Source: an optimization exercise on an open RTL-to-GDS flow (aim: small area, a short achievable clock period and few clock cycles). Production flows keep margins and buffers that such runs may drop. RTL that was checked went through simulation tests only; none was proved equivalent to the original. Power figures rest on the tool's default switching activity, not on a simulated workload.

==> flow/design.v (excerpt) <==
module rab_inv_range_ctrl #(
   parameter int unsigned AW               = 32,
   parameter int unsigned N_SLICES         = 16,
   parameter int unsigned L2_N_SETS        = 32,
   parameter int unsigned L2_N_SET_ENTRIES = 32,
   parameter int unsigned PG_BITS          = 12
) (
   input  logic                                              Clk_CI,
   input  logic                                              Rst_RI,
   input  logic [AW-1:0]                                     AwAddr_DI,
   input  logic                                              AwValid_SI,
   output logic                                              AwReady_SO,
   input  logic [AW-1:0]                                     WData_DI,
   input  logic                                              WValid_SI,
   output logic                                              WReady_SO,
   output logic [1:0]                                        BResp_DO,
   output logic                                              BValid_SO,
   input  logic                                              BReady_SI,
   input  logic [N_SLICES*AW-1:0]                            L1First_DI,
   input  logic [N_SLICES*AW-1:0]                            L1Last_DI,
   output logic [N_SLICES-1:0]                               L1Inv_SO,
   output logic [$clog2(L2_N_SETS*L2_N_SET_ENTRIES)-1:0]     L2Addr_DO,
   output logic                                              L2Rd_SO,
   input  logic [AW-PG_BITS-1:0]                             L2RdVpn_DI,
   input  logic                                              L2RdValid_DI,
   output logic                                              L2ClrValid_SO,
   output logic                                              Busy_SO
);
For scale: ~0.011 sq mm of cells after synthesis.
==> flow/config.mk <==
export PLATFORM = sky130hd
export DESIGN_NAME = rab_inv_range_ctrl
export DESIGN_NICKNAME = rab_inv_range_ctrl
export VERILOG_FILES = /design/flow/design.v
export SDC_FILE = /design/flow/constraint.sdc
export NUM_CORES = 4
export LEC_CHECK = 0
export CAP_MARGIN = 20
export CORE_AREA = 5 5 215 215
export DIE_AREA = 0 0 220 220
export SLEW_MARGIN = 20
==> flow/constraint.sdc <==
create_clock -name core_clock -period 7.0 [get_ports {Clk_CI}]
set_input_delay 1.4000 -clock core_clock [delete_from_list [all_inputs] [get_ports {Clk_CI}]]
set_output_delay 1.4000 -clock core_clock [all_outputs]
set_load 0.01 [all_outputs]
standard.sh (not shown) runs the stock make flow with config.mk's settings and CLKGATE_MAP_FILE= SYNTH_SCRIPT=/design/flow/synth_recipe.tcl, a recipe that flattens the netlist after the stock synthesis.
==> flow/flow/run.sh <==
#!/bin/bash
# Standard layout, with the port buffers made from the smallest buffer cell.
set -euo pipefail
export BUFFER_PORTS_ARGS="-buffer_cell sky130_fd_sc_hd__buf_1"
bash standard.sh > standard.log 2>&1
The baseline aborted during 3_2_place_iop, error PPL-0024.
==> next run, changes <==
Settings changed: CORE_AREA 5 5 215 215 to 5 5 395 395, DIE_AREA 0 0 220 220 to 0 0 400 400.
Outcome:
- With this change the flow finished clean
- synthesized area does not change
- synthesized cell count is unchanged
No run of this note included a check of the RTL's function; only the layout flow was run.

Another version of the RTL of rab_inv_range_ctrl (not shown whole).
Size: ~1400 cells after synthesis, roughly 190 flip-flops, roughly 0.013 mm² of cells after synthesis.
export LEC_CHECK = 0
export ABC_CLOCK_PERIOD_IN_PS = 2000
export CAP_MARGIN = 20
export CORE_AREA = 5 5 395 395
export DIE_AREA = 0 0 400 400
export SETUP_SLACK_MARGIN = 4
export SLEW_MARGIN = 20
create_clock -name core_clock -period 7.0 [get_ports {Clk_CI}]
Scripts as last shown in full above: flow/flow/run.sh
Testbench counts at the start, summed over its fixed seeds: cycles 102,010.
Change:
==> flow/flow/run.sh (replaced) <==
#!/bin/bash
# Standard layout, with the port buffers made from the smallest buffer cell and the pins
# packed one track apart, so that a smaller die holds all of them.
set -euo pipefail
export BUFFER_PORTS_ARGS="-buffer_cell sky130_fd_sc_hd__buf_1"
export PLACE_PINS_ARGS="-min_distance 1 -min_distance_in_tracks"
bash standard.sh > standard.log 2>&1
ABC_CLOCK_PERIOD_IN_PS = default   (was 2000)
CORE_AREA = 5 5 225 225   (was 5 5 395 395)
CTS_CLUSTER_SIZE = 30   (was default)
DIE_AREA = 0 0 230 230   (was 0 0 400 400)
SETUP_SLACK_MARGIN = 4.25   (was 4)
What happened:
- final area went down by 9.1%
- core utilization increases by 27 points
- count of clock-buffer cells in the layout went up by 2
Change:
==> flow/flow/run.sh (replaced) <==
#!/bin/bash
# Standard layout, with the port buffers made from the smallest buffer cell.
set -euo pipefail
export BUFFER_PORTS_ARGS="-buffer_cell sky130_fd_sc_hd__buf_1"
bash standard.sh > standard.log 2>&1
ABC_CLOCK_PERIOD_IN_PS = 3000   (was default)
CORE_AREA = 5 5 395 395   (was 5 5 225 225)
CTS_CLUSTER_SIZE = default   (was 30)
DIE_AREA = 0 0 400 400   (was 0 0 230 230)
SETUP_SLACK_MARGIN = 4   (was 4.25)
After rerunning: The new run finished with timing, DRC and antenna clean; routed wire length came out higher by 48%; setup slack got worse by 0.20 ns; die area came out higher to 3.0 times its value; flip-flop and latch count stays the same.

Starting RTL as in the previous note.
Settings: LEC_CHECK=0, CAP_MARGIN=20, CORE_AREA=5 5 225 225, CTS_CLUSTER_SIZE=30, DIE_AREA=0 0 230 230, SETUP_SLACK_MARGIN=4, SLEW_MARGIN=20; clock period 7.0 ns.
==> flow/flow/run.sh <==
#!/bin/bash
# Standard layout, with the port buffers made from the smallest buffer cell and the pins
# packed one track apart, so that a smaller die holds all of them.
set -euo pipefail
export BUFFER_PORTS_ARGS="-buffer_cell sky130_fd_sc_hd__buf_1"
export PLACE_PINS_ARGS="-min_distance 1 -min_distance_in_tracks"
bash standard.sh > standard.log 2>&1
The starting point produced a clean layout.
Testbench counts at the start, summed over its fixed seeds: cycles 102,010.
Change:
==> flow/flow/run.sh (replaced) <==
#!/bin/bash
# Standard layout, with the port buffers made from the smallest buffer cell.
set -euo pipefail
export BUFFER_PORTS_ARGS="-buffer_cell sky130_fd_sc_hd__buf_1"
bash standard.sh > standard.log 2>&1
--- a/flow/config.mk
+++ b/flow/config.mk
@@ -7,7 +7,6 @@
 export LEC_CHECK = 0
 export CAP_MARGIN = 20
-export CORE_AREA = 5 5 225 225
-export CTS_CLUSTER_SIZE = 30
-export DIE_AREA = 0 0 230 230
-export SETUP_SLACK_MARGIN = 4
+export CORE_AREA = 5 5 395 395
+export DIE_AREA = 0 0 400 400
+export SETUP_SLACK_MARGIN = 3.5
 export SLEW_MARGIN = 20
Effect: The new run finished clean; wire length climbs by 43%; utilization falls by 26 points; worst hold slack stays flat; cell area goes up by 8.7%; clock-buffer cell count stays the same.
Change:
==> flow/flow/run.sh (replaced) <==
#!/bin/bash
# Standard layout, with the port buffers made from the smallest buffer cell and the pins
# packed one track apart, so that a smaller die holds all of them.
set -euo pipefail
export BUFFER_PORTS_ARGS="-buffer_cell sky130_fd_sc_hd__buf_1"
export PLACE_PINS_ARGS="-min_distance 1 -min_distance_in_tracks"
bash standard.sh > standard.log 2>&1
--- a/flow/config.mk
+++ b/flow/config.mk
@@ -7,6 +7,6 @@
 export LEC_CHECK = 0
 export CAP_MARGIN = 20
-export CORE_AREA = 5 5 395 395
-export DIE_AREA = 0 0 400 400
-export SETUP_SLACK_MARGIN = 3.5
+export CORE_AREA = 5 5 255 255
+export DIE_AREA = 0 0 260 260
+export SETUP_SLACK_MARGIN = 4
 export SLEW_MARGIN = 20
The changed run completed without violations.
Wire length is lower by about 32%.
Hold slack degrades by 0.0047 ns.
First-iteration DRC count is higher by 10%.
Combinational power is lower by 8.5%.
Final cell count is lower by about 26%.
Core utilization is higher by 18 points.
Sequential power is lower by about 8%.
Power is lower by about 7%.
Final area is lower by about 6%.
Maximum frequency is higher by 13%.
Change:
--- a/flow/config.mk
+++ b/flow/config.mk
@@ -6,7 +6,8 @@
 export NUM_CORES = 4
 export LEC_CHECK = 0
+export ABC_CLOCK_PERIOD_IN_PS = 3000
 export CAP_MARGIN = 20
-export CORE_AREA = 5 5 255 255
-export DIE_AREA = 0 0 260 260
+export CORE_AREA = 5 5 225 225
+export DIE_AREA = 0 0 230 230
 export SETUP_SLACK_MARGIN = 4
 export SLEW_MARGIN = 20
Result:
- sequential share of layout area grows by 0.50 points
- total power fell by 3.1%
- maximum frequency hardly moves
- via count went up by 4.0%
- cell count went down by 5.2%
- combinational power came out lower by about 4%
- die area is lower by 22%
- routed wire length grows by 2.5%
- design area fell by 2.2%
- sequential cell count does not change

-- re-timing with driven ports --
How much do the figures lean on ideal ports? The routed layouts below were timed once more, with nothing changed but the port constraints. Step 1, drivers: a clkbuf_16 drives Clk_CI and a buf_2 each remaining input, both assumed. Step 2 adds t to the input delays and takes it off the output delays; t is the mean of the earliest and latest rising clock arrival at the registers after step 1. Input paths then give back, and output paths get back, about the clock's delay inside the block. Slacks: ideal / step 1 / step 2; pairs: ideal / step 1.
| run | t (ns) | slack for setup (ns) | cell pins on the clock port's net |
|---|---|---|---|
| the second run of note 1 | 0.433 | 1.041 / 1.041 / 0.784 | 1 |
| the first run of note 2 | 0.575 | 3.901 / 3.944 / 3.369 | 1 |
| the second run of note 2 | 0.494 | 4.102 / 4.114 / 3.620 | 1 |
| the third run of note 2 | 0.575 | 3.901 / 3.944 / 3.369 | 1 |
| the first run of note 3 | 0.474 | 4.010 / 3.968 / 3.624 | 1 |
| the second run of note 3 | 0.570 | 3.638 / 3.576 / 3.407 | 1 |
| the third run of note 3 | 0.556 | 4.012 / 3.958 / 3.857 | 1 |
| the fourth run of note 3 | 0.474 | 4.010 / 3.968 / 3.624 | 1 |
After both steps every run listed still meets setup and hold.
